Source: an optimization exercise on an open RTL-to-GDS flow (aim: small area, a short achievable clock period and few clock cycles). Production flows keep margins and buffers that such runs may drop.
Power and IR drop assume default switching activity.

==> flow/design.v <==
package data_ram_pkg;
  typedef enum logic {
    ST_IDLE  = 1'b0,
    ST_SWEEP = 1'b1
  } state_e;
  function automatic integer lanes_of(input integer d_w, input integer lane_w);
    lanes_of = d_w / lane_w;
  endfunction
endpackage
module dr_and2 #(parameter int W = 1) (
  input  logic [W-1:0] a,
  input  logic [W-1:0] b,
  output logic [W-1:0] y
);
  assign y = a & b;
endmodule
module dr_sel8 (
  input  logic [7:0] d,
  input  logic [7:0] s,
  output logic       y
);
  logic [3:0] n;
  for (genvar p = 0; p < 4; p++) begin : g_p
    assign n[p] = ~((d[2*p] & s[2*p]) | (d[2*p+1] & s[2*p+1]));
  end
  assign y = ~(&n);
endmodule
module dr_nand4 #(parameter int W = 1) (
  input  logic [W-1:0] a, b, c, d,
  output logic [W-1:0] y
);
  assign y = ~(a & b & c & d);
endmodule
module dr_nor4 #(parameter int W = 1) (
  input  logic [W-1:0] a, b, c, d,
  output logic [W-1:0] y
);
  assign y = ~(a | b | c | d);
endmodule
module data_ram_array #(
  parameter int             A_W    = 7,
  parameter int             D_W    = 16,
  parameter int             LANE_W = 8,
  parameter logic [D_W-1:0] FILL   = 16'hA5A5
) (
  input  logic                    clk,
  input  logic                    fill_i,        
  input  logic                    we_i,
  input  logic [D_W/LANE_W-1:0]   lane_mask_i,
  input  logic [A_W-1:0]          addr_i,
  input  logic [D_W-1:0]          wdata_i,
  output logic [D_W-1:0]          rdata_o
);
  localparam int LANES = D_W / LANE_W;
  localparam int WORDS = 2**A_W;
  localparam int LO_W  = 3;
  localparam int HI_W  = A_W - LO_W;
  localparam int NLO   = 2**LO_W;
  localparam int NHI   = 2**HI_W;
  logic [D_W-1:0]       mem_q [WORDS];
  logic [D_W-1:0]       wdata;
  logic [NLO-1:0]       lo;           
  logic [NHI-1:0]       hi;           
  logic [LANES*NHI-1:0] hi_we;        
  logic [NLO-1:0]       lo_we;        
  logic [WORDS-1:0]     sel;          
  assign wdata = fill_i ? FILL : wdata_i;
  always_comb begin
    for (int m = 0; m < NLO; m++) begin
      lo[m]    = (addr_i[LO_W-1:0] == LO_W'(m));
      lo_we[m] = fill_i || lo[m];
    end
    for (int j = 0; j < NHI; j++) begin
      hi[j] = (addr_i[A_W-1:LO_W] == HI_W'(j));
      for (int k = 0; k < LANES; k++)
        hi_we[k*NHI+j] = fill_i || (we_i && lane_mask_i[k] && hi[j]);
    end
  end
  always_ff @(posedge clk) begin
    for (int i = 0; i < WORDS; i++) begin
      for (int k = 0; k < LANES; k++) begin
        if (hi_we[k*NHI+i/NLO] && lo_we[i%NLO]) begin
          mem_q[i][k*LANE_W +: LANE_W] <= wdata[k*LANE_W +: LANE_W];
        end
      end
    end
  end
  logic [D_W-1:0] l2 [WORDS/8];
  logic [D_W-1:0] l3 [WORDS/32];
  for (genvar i = 0; i < WORDS; i++) begin : g_sel
    dr_and2 #(.W(1)) u_sel (.a(hi[i/NLO]), .b(lo[i%NLO]), .y(sel[i]));
  end
  for (genvar q = 0; q < WORDS/8; q++) begin : g_l2
    for (genvar b = 0; b < D_W; b++) begin : g_bit
      dr_sel8 u_l2 (
        .d({mem_q[8*q+7][b], mem_q[8*q+6][b], mem_q[8*q+5][b], mem_q[8*q+4][b],
            mem_q[8*q+3][b], mem_q[8*q+2][b], mem_q[8*q+1][b], mem_q[8*q][b]}),
        .s(sel[8*q +: 8]),
        .y(l2[q][b])
      );
    end
  end
  for (genvar r = 0; r < WORDS/32; r++) begin : g_l3
    dr_nor4 #(.W(D_W)) u_l3 (
      .a(l2[4*r]), .b(l2[4*r+1]), .c(l2[4*r+2]), .d(l2[4*r+3]), .y(l3[r])
    );
  end
  dr_nand4 #(.W(D_W)) u_l4 (.a(l3[0]), .b(l3[1]), .c(l3[2]), .d(l3[3]), .y(rdata_o));
endmodule
module data_ram_sweep #(
  parameter int             A_W       = 7,
  parameter int             D_W       = 16,
  parameter int             LANE_W    = 8,
  parameter logic [D_W-1:0] FILL      = 16'hA5A5
) (
  input  logic                              clk,
  input  logic                              clear,
  input  logic                              enable,
  input  logic                              read_en,
  input  logic                              write_en,
  input  logic [A_W-1:0]                    addr,
  input  logic [D_W-1:0]                    datain,
  input  logic [D_W / LANE_W-1:0]           lane_en,
  input  logic                              scrub_req,
  output logic [D_W-1:0]                    dataout,
  output logic                              rd_valid,
  output logic                              busy,
  output logic                              acc_err
);
  logic             init_q;       
  logic [D_W-1:0]   dout_n_q;     
  logic             rd_valid_q, acc_err_q;
  logic             rd_ok, wr_ok, fill;
  logic [D_W-1:0]   arr_rdata;
  assign busy  = init_q;
  assign rd_ok = !init_q && enable && read_en;
  assign wr_ok = !init_q && enable && write_en;
  assign fill  = init_q || scrub_req;
  always_ff @(posedge clk or negedge clear) begin
    if (!clear) begin
      init_q     <= 1'b1;
      rd_valid_q <= 1'b0;
      acc_err_q  <= 1'b0;
      dout_n_q   <= '1;
    end else begin
      init_q     <= 1'b0;
      rd_valid_q <= rd_ok;
      acc_err_q  <= init_q && enable && (read_en || write_en);
      if (rd_ok) dout_n_q <= ~arr_rdata;
    end
  end
  data_ram_array #(
    .A_W    (A_W),
    .D_W    (D_W),
    .LANE_W (LANE_W),
    .FILL   (FILL)
  ) u_array (
    .clk         (clk),
    .fill_i      (fill),
    .we_i        (wr_ok),
    .lane_mask_i (lane_en),
    .addr_i      (addr),
    .wdata_i     (datain),
    .rdata_o     (arr_rdata)
  );
  assign dataout  = ~dout_n_q;
  assign rd_valid = rd_valid_q;
  assign acc_err  = acc_err_q;
endmodule
export LEC_CHECK = 0
export CAP_MARGIN = 20
export CORE_MARGIN = 2
export CORE_UTILIZATION = 40
export CTS_CLUSTER_DIAMETER = 80
export CTS_CLUSTER_SIZE = 20
export SETUP_SLACK_MARGIN = 1.8
export SLEW_MARGIN = 20
export SYNTH_HIERARCHICAL = 1
export SYNTH_MINIMUM_KEEP_SIZE = 0
create_clock -name core_clock -period 4.0 [get_ports {clk}]
run.sh (not shown) runs the stock make flow with config.mk's settings and CLKGATE_MAP_FILE= SYNTH_SCRIPT=/design/flow/synth_recipe.tcl, a recipe that flattens the netlist after the stock synthesis.
==> next run, changes <==
--- a/flow/design.v
+++ b/flow/design.v
@@ -32,9 +32,9 @@
   assign y = ~(a & b & c & d);
 endmodule
-module dr_nor4 #(parameter int W = 1) (
-  input  logic [W-1:0] a, b, c, d,
+module dr_nor2 #(parameter int W = 1) (
+  input  logic [W-1:0] a, b,
   output logic [W-1:0] y
 );
-  assign y = ~(a | b | c | d);
+  assign y = ~(a | b);
 endmodule
 module data_ram_array #(
@@ -86,25 +86,29 @@
     end
   end
-  logic [D_W-1:0] l2 [WORDS/8];
-  logic [D_W-1:0] l3 [WORDS/32];
+  logic [D_W-1:0] l2 [WORDS/16];
+  logic [D_W-1:0] l3 [WORDS/64];
+  logic [D_W-1:0] l4;
   for (genvar i = 0; i < WORDS; i++) begin : g_sel
     dr_and2 #(.W(1)) u_sel (.a(hi[i/NLO]), .b(lo[i%NLO]), .y(sel[i]));
   end
-  for (genvar q = 0; q < WORDS/8; q++) begin : g_l2
+  for (genvar q = 0; q < WORDS/16; q++) begin : g_l2
     for (genvar b = 0; b < D_W; b++) begin : g_bit
-      dr_sel8 u_l2 (
-        .d({mem_q[8*q+7][b], mem_q[8*q+6][b], mem_q[8*q+5][b], mem_q[8*q+4][b],
-            mem_q[8*q+3][b], mem_q[8*q+2][b], mem_q[8*q+1][b], mem_q[8*q][b]}),
-        .s(sel[8*q +: 8]),
-        .y(l2[q][b])
-      );
+      logic [15:0] d;
+      for (genvar w = 0; w < 16; w++) begin : g_w
+        assign d[w] = mem_q[16*q+w][b];
+      end
+      logic [1:0] h;
+      dr_sel8 u_lo (.d(d[7:0]),  .s(sel[16*q +: 8]),   .y(h[0]));
+      dr_sel8 u_hi (.d(d[15:8]), .s(sel[16*q+8 +: 8]), .y(h[1]));
+      dr_nor2 #(.W(1)) u_l2 (.a(h[0]), .b(h[1]), .y(l2[q][b]));
     end
   end
-  for (genvar r = 0; r < WORDS/32; r++) begin : g_l3
-    dr_nor4 #(.W(D_W)) u_l3 (
+  for (genvar r = 0; r < WORDS/64; r++) begin : g_l3
+    dr_nand4 #(.W(D_W)) u_l3 (
       .a(l2[4*r]), .b(l2[4*r+1]), .c(l2[4*r+2]), .d(l2[4*r+3]), .y(l3[r])
     );
   end
-  dr_nand4 #(.W(D_W)) u_l4 (.a(l3[0]), .b(l3[1]), .c(l3[2]), .d(l3[3]), .y(rdata_o));
+  dr_nor2 #(.W(D_W)) u_l4 (.a(l3[0]), .b(l3[1]), .y(l4));
+  assign rdata_o = ~l4;
 endmodule
 module data_ram_sweep #(
@@ -129,5 +133,5 @@
 );
   logic             init_q;       
-  logic [D_W-1:0]   dout_n_q;     
+  logic [D_W-1:0]   dout_q;
   logic             rd_valid_q, acc_err_q;
   logic             rd_ok, wr_ok, fill;
@@ -142,10 +146,10 @@
       rd_valid_q <= 1'b0;
       acc_err_q  <= 1'b0;
-      dout_n_q   <= '1;
+      dout_q     <= '0;
     end else begin
       init_q     <= 1'b0;
       rd_valid_q <= rd_ok;
       acc_err_q  <= init_q && enable && (read_en || write_en);
-      if (rd_ok) dout_n_q <= ~arr_rdata;
+      if (rd_ok) dout_q <= arr_rdata;
     end
   end
@@ -164,5 +168,5 @@
     .rdata_o     (arr_rdata)
   );
-  assign dataout  = ~dout_n_q;
+  assign dataout  = dout_q;
   assign rd_valid = rd_valid_q;
   assign acc_err  = acc_err_q;
Count of clock-buffer cells in the layout went up by 47.
Via count went down by 0.68%.
Setup slack degrades by 0.35 ns.
Critical path depth went up by 2.
Flip-flop and latch count is unchanged.
Clock power is about the same.
Final cell count went up by 2.4%.
Global-route usage went down by 0.98 points.
Sequential power is about the same.
Design area went down by 1.1%.
Synthesized cell count went up by 2.4%.
Die area stays flat.
Register-to-register slack degrades by 0.05 ns.
Fmax went down by 11%.
No functional check of the RTL was part of any run of this note.

what the ideal ports hide:
The results above use ideal ports. As a check the final layouts listed here were re-extracted and re-timed, cells and wires unchanged. Step 1, drivers: a clkbuf_16 drives clk and a buf_2 each remaining input, both assumed. Step 2 adds t to the input delays and takes it off the output delays; t is the mean of the earliest and latest rising clock arrival at the registers after step 1. Input paths then give back, and output paths get back, about the clock's delay inside the block. Slacks: ideal ports / drivers / drivers and shift; pairs: ideal ports / drivers.
run | t, ns | setup WS [ns] | worst setup path after step 2
the first run | 0.859 | 1.218 / 1.235 / 0.377 | input to register
the second run | 0.869 | 0.863 / 0.857 / -0.012 | input to register
Met with ideal ports but missed after step 2: setup timing in the second run. For the second run, which loses most, drivers alone change the setup slack by -0.006 ns; drivers and shift together by -0.875 ns.
